Source: an optimization exercise on an open RTL-to-GDS flow (aim: small area). Production flows keep margins and buffers that such runs may drop. In this exercise RTL edits were held to simulation tests only and were not proved equivalent to the original. Power is estimated from default activity; no workload was simulated.

==> design/flow/design.v <==
package cic_vco_pkg;
   typedef enum logic [1:0] {
      IDLE  = 2'd0,
      FLUSH = 2'd1,
      RUN   = 2'd2
   } state_e;
   function automatic integer ow_calc(input integer iw, input integer order, input integer rmax_log2);
      ow_calc = iw + 1 + order * rmax_log2;
   endfunction
   function automatic integer dec_w_calc(input integer rmax_log2);
      dec_w_calc = $clog2(rmax_log2 + 1);
   endfunction
   localparam int RMAX_LOG2_DEF = 4;
   localparam int DEC_W_DEF     = dec_w_calc(RMAX_LOG2_DEF);
endpackage
module cic_vco_rca
#(
   parameter int W = 8
) (
   input  logic [W-1:0] a,
   input  logic [W-1:0] b,
   input  logic         ci,
   output logic [W-1:0] s,
   output logic         co
);
   logic [W:0] c;
   assign c[0] = ci;
   for (genvar k = 0; k < W; k++) begin : g_bit
      assign s[k]   = a[k] ^ b[k] ^ c[k];
      assign c[k+1] = (a[k] & b[k]) | (a[k] & c[k]) | (b[k] & c[k]);
   end
   assign co = c[W];
endmodule
module cic_vco_channel
#(
   parameter int IW    = 6,
   parameter int OW    = 19
) (
   input  logic          clk,
   input  logic          rst_n,
   input  logic          busy,    
   input  logic          ld,      
   input  logic          ld2,     
   input  logic          hold,    
   input  logic          hold2,   
   input  logic          upd,     
   input  logic [IW-1:0] in_p,
   input  logic [IW-1:0] in_m,
   output logic [OW-1:0] out
);
   localparam int LW = 9;
   localparam int HW = OW - LW;
   logic [IW-1:0] prev_p_q, prev_m_q;
   logic [IW-1:0] dp, dm;
   logic [IW:0]   d, dl_q;
   logic          dls_q;                  
   logic          b1k_q;                  
   logic [LW-1:0] b0l_q, b1l_q, p0l_q, p1l_q, p2l_q;
   logic [HW-1:0] b0h_q, b1h_q, p0h_q, p1h_q, p2h_q;
   logic          b0c_q, b1c_q, p0c_q, p1c_q, p2c_q;
   logic [LW-1:0] b0l_n, b1l_n, p0l_n, p1l_n, p2l_n;
   logic [HW-1:0] b0h_n, b1h_n, p0h_n, p1h_n, p2h_n;
   logic          b0c_n, b1c_n, p0c_n, p1c_n, p2c_n;
   logic [LW-1:0] p0l_b, p1l_b, p2l_b;
   logic [HW-1:0] p0h_b, p1h_b, p2h_b;
   logic [OW-1:0] out_q;
   assign dp = in_p - prev_p_q;
   assign dm = in_m - prev_m_q;
   assign d  = {1'b0, dp} - {1'b0, dm};
   assign p0l_b = ({LW{ld}} & p1l_q) | ({LW{hold}} & p0l_q);
   assign p1l_b = ({LW{ld}} & p2l_q) | ({LW{hold}} & p1l_q);
   assign p2l_b = {LW{hold}} & p2l_q;
   assign p0h_b = ({HW{ld2}} & p1h_q) | ({HW{hold2}} & p0h_q);
   assign p1h_b = ({HW{ld2}} & p2h_q) | ({HW{hold2}} & p1h_q);
   assign p2h_b = {HW{hold2}} & p2h_q;
   cic_vco_rca #(.W(LW)) u_b0l (.a(b0l_q), .b({{(LW-IW-1){dl_q[IW]}}, dl_q}),
                                .ci(1'b0), .s(b0l_n), .co(b0c_n));
   cic_vco_rca #(.W(LW)) u_b1l (.a(b1l_q), .b(b0l_q),
                                .ci(1'b0), .s(b1l_n), .co(b1c_n));
   cic_vco_rca #(.W(LW)) u_p0l (.a(p0l_b), .b(b1l_q),
                                .ci(1'b0), .s(p0l_n), .co(p0c_n));
   cic_vco_rca #(.W(LW)) u_p1l (.a(p1l_b), .b(~{b1l_q[LW-2:0], 1'b0}),
                                .ci(1'b1), .s(p1l_n), .co(p1c_n));
   cic_vco_rca #(.W(LW)) u_p2l (.a(p2l_b), .b(b1l_q),
                                .ci(1'b0), .s(p2l_n), .co(p2c_n));
   cic_vco_rca #(.W(HW)) u_b0h (.a(b0h_q), .b({HW{dls_q}}),
                                .ci(b0c_q), .s(b0h_n), .co());
   cic_vco_rca #(.W(HW)) u_b1h (.a(b1h_q), .b(b0h_q),
                                .ci(b1c_q), .s(b1h_n), .co());
   cic_vco_rca #(.W(HW)) u_p0h (.a(p0h_b), .b(b1h_q),
                                .ci(p0c_q), .s(p0h_n), .co());
   cic_vco_rca #(.W(HW)) u_p1h (.a(p1h_b), .b(~{b1h_q[HW-2:0], b1k_q}),
                                .ci(p1c_q), .s(p1h_n), .co());
   cic_vco_rca #(.W(HW)) u_p2h (.a(p2h_b), .b(b1h_q),
                                .ci(p2c_q), .s(p2h_n), .co());
   always_ff @(posedge clk) begin
      prev_p_q <= in_p;
      prev_m_q <= in_m;
      p0l_q    <= p0l_n;  p0h_q <= p0h_n;
      p1l_q    <= p1l_n;  p1h_q <= p1h_n;
      p2l_q    <= p2l_n;  p2h_q <= p2h_n;
      if (!busy) begin
         dl_q  <= '0;
         dls_q <= 1'b0;
         b1k_q <= 1'b0;
         b0l_q <= '0;  b0h_q <= '0;  b0c_q <= 1'b0;
         b1l_q <= '0;  b1h_q <= '0;  b1c_q <= 1'b0;
         p0c_q <= 1'b0;
         p1c_q <= 1'b1;   
         p2c_q <= 1'b0;
      end else begin
         dl_q  <= d;
         dls_q <= dl_q[IW];
         b1k_q <= b1l_q[LW-1];
         b0l_q <= b0l_n;  b0h_q <= b0h_n;  b0c_q <= b0c_n;
         b1l_q <= b1l_n;  b1h_q <= b1h_n;  b1c_q <= b1c_n;
         p0c_q <= p0c_n;
         p1c_q <= p1c_n;
         p2c_q <= p2c_n;
      end
   end
   always_ff @(posedge clk) begin
      if (!rst_n) begin
         out_q <= '0;
      end else if (upd) begin
         out_q <= {p0h_n, p0l_q};
      end
   end
   assign out = out_q;
endmodule
module cic_vco_decimator_mc
#(
   parameter  int NCH       = 4,
   parameter  int IW        = 6,
   parameter  int ORDER     = 3,
   parameter  int RMAX_LOG2 = 4,
   localparam int OW        = cic_vco_pkg::ow_calc(IW, ORDER, RMAX_LOG2),
   localparam int DW        = cic_vco_pkg::dec_w_calc(RMAX_LOG2)
) (
   input  logic              CLK,
   input  logic              RES,
   input  logic              ENABLE,
   input  logic [DW-1:0]     DEC_LOG2,
   input  logic [NCH*IW-1:0] IN_p,
   input  logic [NCH*IW-1:0] IN_m,
   output logic [NCH*OW-1:0] OUT,
   output logic              OUT_VALID,
   output logic              BUSY
);
   localparam int CW = RMAX_LOG2;
   logic          busy_q;       
   logic          run_q;        
   logic [1:0]    fcnt_q;       
   logic [CW-1:0] mask_q;       
   logic [CW-1:0] cnt_q;        
   logic          ld_q;         
   logic          ld2_q;        
   logic          first_q;      
   logic          pend_q;       
   logic          valid_q;
   logic [CW-1:0] mask_n;
   logic          tick;
   logic          upd;
   always_comb begin
      case (DEC_LOG2)
         3'd0:    mask_n = 4'b0000;
         3'd1:    mask_n = 4'b0001;
         3'd2:    mask_n = 4'b0011;
         3'd3:    mask_n = 4'b0111;
         default: mask_n = 4'b1111;
      endcase
   end
   assign tick = busy_q && ENABLE && (&(cnt_q | ~mask_q));
   assign upd  = busy_q && ENABLE && ld_q;
   always_ff @(posedge CLK) begin
      if (!busy_q) begin
         mask_q <= mask_n;
         cnt_q  <= '0;
         fcnt_q <= '0;
      end else begin
         cnt_q <= cnt_q + CW'(1);
         if (tick && !run_q) fcnt_q <= fcnt_q + 2'd1;
      end
      ld_q   <= tick;
      ld2_q  <= busy_q && ld_q;
      first_q <= !busy_q;
      pend_q <= tick && run_q;
   end
   always_ff @(posedge CLK) begin
      if (!RES) begin
         busy_q  <= 1'b0;
         run_q   <= 1'b0;
         valid_q <= 1'b0;
      end else begin
         busy_q  <= ENABLE;
         run_q   <= busy_q && ENABLE && (run_q || (tick && fcnt_q == 2'd3));
         valid_q <= run_q && ENABLE && pend_q;
      end
   end
   for (genvar c = 0; c < NCH; c++) begin : g_ch
      cic_vco_channel #(
         .IW    (IW),
         .OW    (OW)
      ) u_ch (
         .clk   (CLK),
         .rst_n (RES),
         .busy  (busy_q),
         .ld    (ld_q),
         .ld2   (ld2_q),
         .hold  (!ld_q && !first_q),
         .hold2 (!ld2_q && !first_q),
         .upd   (upd),
         .in_p  (IN_p[c*IW +: IW]),
         .in_m  (IN_m[c*IW +: IW]),
         .out   (OUT[c*OW +: OW])
      );
   end
   assign OUT_VALID = valid_q;
   assign BUSY      = busy_q;
endmodule
==> design/flow/run.sh <==
#!/bin/bash
# synth_recipe.tcl (not shown) runs the flow's synth.tcl, then flattens the netlist and writes it again
# the make line also repeats each setting of config.mk as NAME=value (left out here)
make -C /OpenROAD-flow-scripts/flow DESIGN_CONFIG=/design/flow/config.mk WORK_HOME=/design/flow/orfs CLKGATE_MAP_FILE= SYNTH_SCRIPT=/design/flow/synth_recipe.tcl finish
==> design/flow/config.mk <==
export PLATFORM = sky130hd
export DESIGN_NAME = cic_vco_decimator_mc
export DESIGN_NICKNAME = cic_vco_decimator_mc
export VERILOG_FILES = /design/flow/design.v
export SDC_FILE = /design/flow/constraint.sdc
export NUM_CORES = 4
export LEC_CHECK = 0
export CAP_MARGIN = 20
export CORE_MARGIN = 2
export CORE_UTILIZATION = 60
export CTS_BUF_LIST = sky130_fd_sc_hd__clkbuf_4
export SLEW_MARGIN = 20
==> design/flow/constraint.sdc <==
create_clock -name core_clock -period 7.0 [get_ports {CLK}]
set_input_delay 1.4000 -clock core_clock [delete_from_list [all_inputs] [get_ports {CLK}]]
set_output_delay 1.4000 -clock core_clock [all_outputs]
set_load 0.01 [all_outputs]
==> results.py, run 1 <==
metrics = {
    "critical_path": {
        "ff2ff_path_depth": 16,
        "cp_max_fo": 33,
        "crit_path_start_kind": "flop",
        "path_buf_inv": 2,
        "slowest_delay_ns": 0.55,
        "rrSetupSlack_ns": 1.14,
        "arrival_ns": 6.70,
        "path_common_cell": "fa_1",
        "worstSetupPathType": "flop to flop",
        "r2r-start": "ld2_q",
        "worstPathRequired_ns": 7.85,
        "crit_path_end_kind": "flop",
        "path_delay_family": "adder cells",
        "crit_chain": "nor2_4 -> buf_4 -> a22o_1 -> fa_1 -> inv_1 -> fa_1 -> fa_1 -> fa_1 -> fa_1 -> fa_1 -> fa_1 -> fa_1 -> fa_1 -> xnor2_1 -> xnor2_1 -> a32o_1",
        "slowest_stage": "nor2_4",
        "rr_endpoint": "g_ch[2].u_ch.out_q[18]",
    },
    "detailed_routing": {
        "drtAntennaViolNets": 0,
        "viasPerCell": 5.08,
        "vias": 17000,
        "drtIter0Drc": 631,
        "drcViolationCount": 0,
        "dr.pass1.iters": 5,
        "routedWlPerCell_um": 14.9,
        "postRouteWirelength_mm": 49.8,
    },
    "global_route": {
        "grt-ovfl-total": 0,
        "grt_pass1_wl_mm": 87.9,
        "grt_pass1_vias": 18500,
        "antenna_found_initial": 3,
        "grt_max_degree": 113,
        "grtUsageTotal_pct": 23.2,
    },
    "synth": {
        "synth_warnings": 2,
        "netlist-cell-type-count": 54,
        "synth_edf_count": 4,
        "synth_area_leader_cell": "dfxtp_1",
        "synth.avg_cell_area_um2": 11.4,
        "ys_seq_area_share_pct": 42.0,
        "synth.most_common_cell": "dfxtp_1",
        "yosys-top-cells-count": "dfxtp_1 (573), fa_1 (348), inv_1 (282)",
        "synthCells": 2421,
        "yosysTopAreaCellShare_pct": 41.6,
        "yosys_register_bits": 577,
        "synthTopCellsByArea": "dfxtp_1 (42%), fa_1 (25%), and2_1 (4.7%)",
        "syn_nets": 2909,
        "syn-cell-area_um2": 27600,
        "synth_flop_cell": "dfxtp_1",
        "async_reset_ff_share_pct": 0,
    },
    "placed_design": {
        "dp_hpwl_mm": 35.3,
        "gp_congestion": 0.765,
        "portBuffers": 131,
    },
    "clocking": {
        "cts_buffers": 154,
        "clock_sinks": 577,
        "cts_setup_buffers": 0,
        "cts_resized": 0,
        "htree_levels": 4,
        "cts-root-buf": "clkbuf_4",
        "clkTransAtPathRegs_ns": 0.06,
        "clock_path_buffers": 3,
        "clk_latency_ns": 0.99,
        "postCtsHoldBufs": 0,
        "cts_tree": "built",
    },
    "floorplan": {
        "die_w_um": 218,
        "die-area_um2": 47700,
        "start_util_pct": 60.8,
        "num_rows": 78,
        "ios": 132,
        "die_h_um": 218,
        "core_region_area_um2": 45400,
    },
    "run_status": {
        "status": "finished clean",
    },
    "sta": {
        "finClkSkew_ns": 0.0423,
        "hold_viol_final": 0,
        "max-slew-margin-rel_pct": 34.4,
        "max_freq_ghz": 0.171,
        "rsz0062_at_grt": "false",
        "worstMarginPinSlew_ns": 0.984,
        "finalMaxSlewViolations": 0,
        "tns_ns": 0,
        "setup_viol": 0,
        "fin_crit_ns": 5.86,
        "period_share_pct": 83.7,
    },
    "min_path": {
        "hold_end": "g_ch[1].u_ch.out_q[0]",
        "min_path_cells": 2,
        "min_from": "g_ch[1].u_ch.out_q[0]",
        "hold_class": "flop to flop",
    },
    "pwr": {
        "ir_worst_vdd_mv": 0.151,
        "power.density_nw_per_um2": 232,
        "p_leak_nw": 13.9,
    },
    "run": {
        "maxCapViolations": 0,
    },
    "layout": {
        "fin_nets": 3110,
        "syn_to_final_growth_pct": 13.2,
        "final_util_pct": 68.8,
        "drive_gt1_share_pct": 10.1,
    },
}
worst reg2reg max path: cells and delay by family (launching register included):
kind                       cells  cell delay, ns
AOI/OAI and AO/OA              2            0.41
buffers and inverters          2            0.46
xor gates and xnor gates       2            0.29
and+or+nand+nor                1            0.57
adders and majority gates      9            3.56
DFF                            1            0.46
cell usage in the layout (no fill, tap or decap), drive strengths merged, types with 5 or more instances in the layout:
master,count
o21a,12
clkinv,29
buf,17
nor3,19
or3,5
o211a,33
nor2b,21
clkbuf,234
inv,286
a22o,36
a211oi,8
xnor2,37
a21boi,44
nand3,5
mux2i,6
a21o,13
clkdlybuf4s50,130
a22oi,37
a21oi,59
nand2b,37
nand2,176
o211ai,5
nor3b,47
xor2,29
o21ai,64
and2,208
o31a,8
dfxtp,573
nor2,74
ha,86
fa,348
power by group:
part           internal (W)  total [W]  switching, W
Clock               0.00163    0.00298       0.00136
Sequential          0.00345    0.00357      0.000113
Combinational      0.000326   0.000695      0.000369
cells by family (layout without fill, tap and decap cells):
family | after synthesis | count (layout) | share of synthesized area [%]
muxes | 6 | 6 | 0.218
DFF | 577 | 577 | 42.0
AOI/OAI and AO/OA | 340 | 340 | 8.76
buffers and inverters | 384 | 699 | 5.81
adders and majority gates | 434 | 434 | 29.1
and+or+nand+nor | 614 | 614 | 12.0
xor gates and xnor gates | 66 | 66 | 2.09
other | 0 | 4 | 0
flip-flops by register name, indices dropped and copies added, names as in the netlist, 24 cells and up:
name	cells
g_ch.u_ch.b0h_q	40
g_ch.u_ch.b0l_q	36
g_ch.u_ch.b1h_q	40
g_ch.u_ch.b1l_q	36
g_ch.u_ch.dl_q	28
g_ch.u_ch.out_q	76
g_ch.u_ch.p0h_q	40
g_ch.u_ch.p0l_q	36
g_ch.u_ch.p1h_q	40
g_ch.u_ch.p1l_q	36
g_ch.u_ch.p2h_q	40
g_ch.u_ch.p2l_q	36
g_ch.u_ch.prev_m_q	24
g_ch.u_ch.prev_p_q	24
area by class of cell:
cell class	count	area [um^2]
Tap cell	600	751
Antenna cell	4	10.0
Multi-Input combinational cell	1460	14400
Timing Repair Buffer	147	1430
Clock inverter	36	219
Sequential cell	577	11600
Fill cell	3547	14100
Inverter	282	1060
Clock buffer	234	1760
per-layer routing:
layer	wire length, um	share of wire (%)	GRT usage (%)
met1	22200	45	29.4
met2	24300	49	37.9
met3	1930	3.9	5.86
met4	1350	2.7	9.86
met5	0	0	0
metrics by stage:
| stage | hold slack (ns) | cells | total power (W) | setup slack, ns | area [um^2] |
|---|---|---|---|---|---|
| after floorplan | 0.420 | 2421 | 0.00413 | 1.83 | 27600 |
| after global placement | 0.439 | 3066 | 0.00430 | 1.26 | 29200 |
| after detailed placement | 0.440 | 3066 | 0.00434 | 1.10 | 29200 |
| after CTS | 0.458 | 3336 | 0.00738 | 1.08 | 31200 |
| after global routing | 0.484 | 3338 | 0.00768 | 0.795 | 31200 |
| final | 0.458 | 3340 | 0.00724 | 1.14 | 31200 |
worst max-delay path by stage:
stage / startpoint / to / slack (ns) / cells past startpoint
after floorplan: ld2_q / g_ch[1].u_ch.out_q[18] / 1.83 / 19
after global placement: ld2_q / g_ch[2].u_ch.out_q[18] / 1.26 / 16
after detailed placement: ld2_q / g_ch[2].u_ch.out_q[18] / 1.10 / 16
after CTS: ld2_q / g_ch[2].u_ch.out_q[18] / 1.08 / 16
after global routing: ld2_q / g_ch[2].u_ch.out_q[18] / 0.79 / 16
final: ld2_q / g_ch[2].u_ch.out_q[18] / 1.14 / 16
==> run 2: changes to the inputs <==
--- a/design/flow/config.mk
+++ b/design/flow/config.mk
@@ -10,3 +10,4 @@
 export CORE_UTILIZATION = 60
-export CTS_BUF_LIST = sky130_fd_sc_hd__clkbuf_4
+export CTS_BUF_LIST = sky130_fd_sc_hd__clkbuf_2
+export CTS_CLUSTER_SIZE = 20
 export SLEW_MARGIN = 20
==> run 2 against run 1 <==
  * Highest routed layer unchanged
  * First-iteration DRC count is 3.8% higher
  * Power is 9.9% lower
  * Global-route usage hardly changed
  * Largest cell class unchanged
  * Clock skew is 0.020 ns higher
  * Critical endpoint unchanged
  * Combinational power hardly changed
  * Die area stayed put
  * Cell area is 2.1% lower
==> results.py, run 2 <==
metrics = {
    "run_status": {
        "status": "finished clean",
    },
    "critical_path": {
        "worstSetupPathType": "flop to flop",
        "crit_chain": "nor2_4 -> buf_4 -> a22o_1 -> fa_1 -> inv_1 -> fa_1 -> fa_1 -> fa_1 -> fa_1 -> fa_1 -> fa_1 -> fa_1 -> fa_1 -> xnor2_1 -> xnor2_1 -> a32o_1",
        "ff2ff_path_depth": 16,
        "worstPathRequired_ns": 8.16,
        "r2r-start": "ld2_q",
        "path_common_cell": "fa_1",
        "slowest_stage": "nor2_4",
        "slowest_delay_ns": 0.55,
        "crit_path_start_kind": "flop",
        "cp_max_fo": 33,
        "rrSetupSlack_ns": 1.14,
        "rr_endpoint": "g_ch[2].u_ch.out_q[18]",
        "crit_path_end_kind": "flop",
        "arrival_ns": 7.03,
    },
    "synth": {
        "yosysTopAreaCellShare_pct": 41.6,
        "yosys-top-cells-count": "dfxtp_1 (573), fa_1 (348), inv_1 (282)",
        "async_reset_ff_share_pct": 0,
        "synth_edf_count": 4,
        "yosys_register_bits": 577,
        "synth.most_common_cell": "dfxtp_1",
        "synthCells": 2421,
        "synth.avg_cell_area_um2": 11.4,
        "synth_warnings": 2,
        "netlist-cell-type-count": 54,
        "ys_seq_area_share_pct": 42.0,
        "synthTopCellsByArea": "dfxtp_1 (42%), fa_1 (25%), and2_1 (4.7%)",
        "syn_nets": 2909,
        "synth_flop_cell": "dfxtp_1",
        "syn-cell-area_um2": 27600,
        "synth_area_leader_cell": "dfxtp_1",
    },
    "floorplan": {
        "num_rows": 78,
        "die-area_um2": 47700,
        "core_region_area_um2": 45400,
        "die_h_um": 218,
        "die_w_um": 218,
        "ios": 132,
        "start_util_pct": 60.8,
    },
    "clocking": {
        "clkTransAtPathRegs_ns": 0.10,
        "clock_sinks": 577,
        "cts-root-buf": "clkbuf_2",
        "cts_setup_buffers": 0,
        "postCtsHoldBufs": 0,
        "cts_resized": 0,
        "htree_levels": 4,
        "clock_path_buffers": 3,
        "clk_latency_ns": 1.29,
        "cts_tree": "built",
        "cts_buffers": 152,
    },
    "min_path": {
        "min_path_cells": 2,
        "hold_class": "flop to flop",
        "min_from": "g_ch[1].u_ch.p2l_q[0]",
        "hold_end": "g_ch[1].u_ch.p1l_q[0]",
    },
    "sta": {
        "worstMarginPinSlew_ns": 1.01,
        "max_freq_ghz": 0.171,
        "setup_viol": 0,
        "rsz0062_at_grt": "false",
        "finClkSkew_ns": 0.0627,
        "fin_crit_ns": 5.86,
        "max-slew-margin-rel_pct": 32.7,
        "period_share_pct": 83.8,
        "tns_ns": 0,
        "hold_viol_final": 0,
        "finalMaxSlewViolations": 0,
        "setup_slack_ns": 1.14,
    },
    "global_route": {
        "grt_pass1_wl_mm": 87.9,
        "grt_pass1_vias": 18500,
        "antenna_found_initial": 2,
        "grt-ovfl-total": 0,
        "grt_max_degree": 113,
        "grtUsageTotal_pct": 23.2,
    },
    "layout": {
        "largest_register": "g_ch.u_ch.out_q",
        "syn_to_final_growth_pct": 10.7,
        "mostFrequentLayoutCells": "dfxtp_1 (569), fa_1 (348), inv_1 (281)",
        "layout_commonest_cell": "dfxtp_1",
        "fin_nets": 3108,
        "nFillCells": 3646,
        "drive_gt1_share_pct": 9.73,
        "largest_register_ffs": 76,
    },
    "detailed_routing": {
        "dr.pass1.iters": 5,
        "routedWlPerCell_um": 15.0,
        "drtIter0Drc": 655,
        "viasPerCell": 5.11,
        "drcViolationCount": 0,
        "drtAntennaViolNets": 0,
        "postRouteWirelength_mm": 49.8,
        "vias": 17000,
    },
    "pwr": {
        "ir_worst_vdd_mv": 0.150,
        "power.density_nw_per_um2": 213,
        "p_leak_nw": 13.7,
    },
    "placed_design": {
        "gp_congestion": 0.765,
        "dp_slack_ns": 1.10,
        "portBuffers": 131,
        "dp_hpwl_mm": 35.3,
    },
    "run": {
        "maxCapViolations": 0,
    },
}
==> run 2: kinds of logic after synthesis <==
kind of cell	Yosys count	share of synthesized area, %
AOI/OAI and AO/OA	340	8.76
xor gates and xnor gates	66	2.09
adders and majority gates	434	29.1
buffers and inverters	384	5.81
DFF	577	42.0
muxes	6	0.218
and+or+nand+nor	614	12.0
==> run 2: worst max-delay path by stage <==
stage,from,endpoint,slack (ns),cells after the start
CTS,ld2_q,g_ch[2].u_ch.out_q[18],1.07,16
global placement,ld2_q,g_ch[2].u_ch.out_q[18],1.26,16
finish,ld2_q,g_ch[2].u_ch.out_q[18],1.14,16
floorplan,ld2_q,g_ch[1].u_ch.out_q[18],1.83,19
global route,ld2_q,g_ch[2].u_ch.out_q[18],0.77,16
detailed placement,ld2_q,g_ch[2].u_ch.out_q[18],1.10,16
==> run 2: per-stage QoR <==
step | std cells | hold WS, ns | total power, W | cell area (um^2) | util [%]
2_1_floorplan | 2421 | 0.420 | 0.00413 | 27600 | -
3_3_place_gp | 3066 | 0.439 | 0.00430 | 29200 | 64.5
3_5_place_dp | 3066 | 0.440 | 0.00434 | 29200 | 64.5
4_1_cts | 3324 | 0.417 | 0.00664 | 30600 | 67.3
5_1_grt | 3325 | 0.464 | 0.00695 | 30600 | 67.3
6_report | 3326 | 0.460 | 0.00652 | 30600 | 67.3
==> run 2: per-layer routing <==
metal | GRT usage (%) | vias to the layer above | routed length [um] | share of wire [%]
li1 | - | 8198 | - | -
met1 | 29.2 | 8381 | 21800 | 44
met2 | 38.1 | 308 | 24300 | 49
met3 | 5.65 | 108 | 2260 | 4.5
met4 | 10.1 | 0 | 1480 | 3.0
met5 | 0 | - | 0 | 0
==> run 2: final cells by class <==
| cell class | instances | area (um^2) | area share, % |
|---|---|---|---|
| multi-input combinational | 1460 | 14400 | 47.1 |
| sequential | 577 | 11600 | 38.0 |
| timing repair buffer | 147 | 1430 | 4.67 |
| clock buffer | 227 | 1140 | 3.72 |
| inverter | 282 | 1060 | 3.46 |
| tap | 600 | 751 | 2.46 |
| clock inverter | 31 | 174 | 0.569 |
| antenna | 2 | 5.00 | 0.0164 |
==> run 2: worst max-delay path: cells and delay by family, from the launching register on <==
kind                       cells  cell delay [ns]
and+or+nand+nor                1             0.55
adders and majority gates      9             3.56
DFF                            1             0.47
AOI/OAI and AO/OA              2             0.41
buffers and inverters          2             0.45
xor gates and xnor gates       2             0.29
==> run 2: where the power goes <==
group / switching (W) / leakage [nW] / internal, W
clock: 0.00134 / 1.03 / 0.000925
sequential: 0.000113 / 4.69 / 0.00345
combinational: 0.000370 / 7.99 / 0.000327
==> run 3: changes to the inputs <==
--- a/design/flow/config.mk
+++ b/design/flow/config.mk
@@ -9,5 +9,3 @@
 export CORE_MARGIN = 2
-export CORE_UTILIZATION = 60
-export CTS_BUF_LIST = sky130_fd_sc_hd__clkbuf_2
-export CTS_CLUSTER_SIZE = 20
+export CORE_UTILIZATION = 40
 export SLEW_MARGIN = 20
==> run 3 against run 2 <==
  * Global-route usage fell by 7.3 points
  * Worst setup slack better by 0.35 ns
  * Critical path depth fell by 2
  * Clock skew decreased by 0.038 ns
  * Critical path type unchanged
  * First-iteration DRC count decreased by 22%
  * Cell count is 4.1% higher
  * Still clean
  * Count of clock-buffer cells in the layout shrank 134
==> results.py, run 3 <==
metrics = {
    "run_status": {
        "status": "finished clean",
    },
    "placed_design": {
        "place_area_um2": 29600,
        "dp_hpwl_mm": 38.0,
        "portBuffers": 131,
        "gp_congestion": 0.781,
    },
    "global_route": {
        "grtUsageTotal_pct": 15.8,
        "grt_pass1_vias": 18200,
        "grt_max_degree": 106,
        "grt_pass1_wl_mm": 91.3,
        "grt-ovfl-total": 0,
        "antenna_found_initial": 0,
    },
    "clocking": {
        "cts_buffers": 68,
        "cts_setup_buffers": 0,
        "cts_resized": 0,
        "clk_latency_ns": 0.59,
        "htree_levels": 3,
        "cts_tree": "built",
        "postCtsHoldBufs": 0,
        "clock_path_buffers": 3,
        "clkTransAtPathRegs_ns": 0.06,
        "clock_sinks": 577,
        "cts-root-buf": "clkbuf_16",
    },
    "sta": {
        "setup_viol": 0,
        "finalMaxSlewViolations": 0,
        "rsz0062_at_grt": "false",
        "worstMarginPinSlew_ns": 0.927,
        "period_share_pct": 78.8,
        "tns_ns": 0,
        "fin_crit_ns": 5.51,
        "finClkSkew_ns": 0.0248,
        "max-slew-margin-rel_pct": 38.0,
        "max_freq_ghz": 0.181,
        "hold_viol_final": 0,
    },
    "floorplan": {
        "num_rows": 96,
        "die_h_um": 267,
        "core_region_area_um2": 68500,
        "ios": 132,
        "die_w_um": 267,
        "start_util_pct": 40.3,
        "die-area_um2": 71100,
    },
    "critical_path": {
        "slowest_delay_ns": 0.50,
        "crit_chain": "nor2_4 -> buf_4 -> a22oi_1 -> fa_1 -> fa_1 -> fa_1 -> fa_1 -> fa_1 -> fa_1 -> fa_1 -> fa_1 -> xnor2_1 -> xnor2_1 -> a32o_1",
        "worstSetupPathType": "flop to flop",
        "arrival_ns": 5.98,
        "path_common_cell": "fa_1",
        "crit_path_end_kind": "flop",
        "crit_path_start_kind": "flop",
        "worstPathRequired_ns": 7.46,
        "slowest_stage": "nor2_4",
        "cp_max_fo": 27,
    },
    "layout": {
        "diodes": 0,
        "stdcell_area_um2": 31900,
        "fin_nets": 3023,
        "drive_gt1_share_pct": 5.23,
        "largest_register": "g_ch.u_ch.out_q",
        "mostFrequentLayoutCells": "dfxtp_1 (569), fa_1 (348), inv_1 (281)",
        "largest_register_ffs": 76,
        "layout_commonest_cell": "dfxtp_1",
        "syn_to_final_growth_pct": 15.5,
    },
    "detailed_routing": {
        "viasPerCell": 4.75,
        "vias": 16500,
        "postRouteWirelength_mm": 52.3,
        "drcViolationCount": 0,
        "routedWlPerCell_um": 15.1,
        "drtIter0Drc": 513,
        "drtAntennaViolNets": 0,
        "dr.pass1.iters": 4,
    },
    "synth": {
        "synth.avg_cell_area_um2": 11.4,
        "synth_compound_area_share_pct": 8.76,
        "yosysTopAreaCellShare_pct": 41.6,
        "synthTopCellsByArea": "dfxtp_1 (42%), fa_1 (25%), and2_1 (4.7%)",
        "ys_seq_area_share_pct": 42.0,
        "muxShareOfSynthArea_pct": 0.218,
        "synth.most_common_cell": "dfxtp_1",
        "netlist-cell-type-count": 54,
        "async_reset_ff_share_pct": 0,
        "synth_xor_area_share_pct": 2.09,
        "syn-cell-area_um2": 27600,
        "synthCells": 2421,
        "synth_area_leader_cell": "dfxtp_1",
        "synth_top_family_by_area": "adder cells",
        "synth_warnings": 2,
        "synth_edf_count": 4,
        "yosys-top-cells-count": "dfxtp_1 (573), fa_1 (348), inv_1 (282)",
        "yosys_register_bits": 577,
        "syn_nets": 2909,
        "synthAdderAreaFrac_pct": 29.1,
        "synth_flop_cell": "dfxtp_1",
        "synth_simple_gate_area_share_pct": 12.0,
    },
    "pwr": {
        "ir_worst_vdd_mv": 0.173,
        "p_leak_nw": 13.8,
        "power.density_nw_per_um2": 247,
    },
    "min_path": {
        "hold_class": "flop to flop",
    },
    "run": {
        "maxCapViolations": 0,
    },
}
## run 3: path summary, 6_finish.rpt
| kind | startpoint | to | cells after the start | slack [ns] |
|---|---|---|---|---|
| hold reg to reg | g_ch[2].u_ch.p2l_q[0] | g_ch[2].u_ch.p1l_q[0] | 2 | 0.45 |
| setup / recovery | ld2_q | g_ch[3].u_ch.out_q[18] | 14 | 1.49 |
| setup reg to reg | ld2_q | g_ch[3].u_ch.out_q[18] | 14 | 1.49 |
| hold / removal | g_ch[2].u_ch.p2l_q[0] | g_ch[2].u_ch.p1l_q[0] | 2 | 0.45 |
## run 3: layout make-up
| type | count | area, um^2 |
|---|---|---|
| fill | 6235 | 36600 |
| multi-input combinational | 1460 | 14400 |
| sequential | 577 | 11600 |
| clock buffer | 93 | 1970 |
| timing repair buffer | 146 | 1430 |
| tap | 882 | 1100 |
| inverter | 282 | 1060 |
| clock inverter | 24 | 314 |
## run 3: kinds of logic after synthesis
| family | Yosys count |
|---|---|
| XOR/XNOR | 66 |
| buffers and inverters | 384 |
| AND/OR/NAND/NOR | 614 |
| adder cells (fa/ha/maj) | 434 |
| flip-flops | 577 |
| multiplexers | 6 |
| AO/OA/AOI/OAI | 340 |
## run 3: worst max-delay path, delay by kind of cell (launching register included)
family                     cells  cell delay [ns]
adders and majority gates      8             3.48
AOI/OAI and AO/OA              2             0.36
buffers and inverters          1             0.39
and+or+nand+nor                1             0.50
xor gates and xnor gates       2             0.29
DFF                            1             0.34
## run 3: where the power goes
part / internal [W] / switching, W
registers: 0.00346 / 0.000113
clock network: 0.00222 / 0.00138
logic: 0.000326 / 0.000372
total: 0.00600 / 0.00187
## run 3: per-layer routing
layer	track usage (%)	routed length (um)	vias to the layer above
met4	4.57	1300	0
li1	-	-	7948
met2	28.1	26500	199
met3	3.12	1880	83
met5	0	0	-
met1	19.5	22600	8236
## run 3: metrics by stage
step / std cells / utilization [%] / total power [W] / hold WS, ns / setup WS (ns)
6_report: 3464 / 46.6 / 0.00787 / 0.455 / 1.49
3_5_place_dp: 3347 / 43.2 / 0.00434 / 0.450 / 1.42
5_1_grt: 3464 / 46.6 / 0.00826 / 0.487 / 1.19
2_1_floorplan: 2421 / - / 0.00413 / 0.420 / 1.83
3_3_place_gp: 3347 / 43.2 / 0.00431 / 0.432 / 1.54
4_1_cts: 3464 / 46.6 / 0.00799 / 0.459 / 1.39

==> static timing again, ports no longer ideal <==
No port has a modelled driver above. Below, the same layouts with a new extraction and two added sets of constraints. Step 1 (the two cells are an assumption about what drives the block):
set clk [get_ports {CLK}]
set_driving_cell -lib_cell sky130_fd_sc_hd__clkbuf_16 $clk
set_driving_cell -lib_cell sky130_fd_sc_hd__buf_2 [delete_from_list [all_inputs] $clk]
Step 2 moves the port delays by t, midway between the first and last clock arrival at a register: inputs arrive t later, outputs are due t later. That takes back most of the time a late clock gives input paths. Slacks: no drivers / after step 1 / after step 2; pairs: no drivers / after step 1.
run | shift t [ns] | setup WS [ns] | clock arrival spread, ns | worst register clock-pin slew, ns | cell pins on the clock port's net
run 1 | 1.019 | 1.144 / 1.144 / 1.144 | 0.043 / 0.044 | 0.07 / 0.07 | 1
run 2 | 1.308 | 1.137 / 1.137 / 1.137 | 0.066 / 0.066 | 0.11 / 0.11 | 1
run 3 | 0.639 | 1.486 / 1.486 / 1.486 | 0.027 / 0.027 | 0.06 / 0.06 | 1
After both steps setup and hold are still met in every run listed.
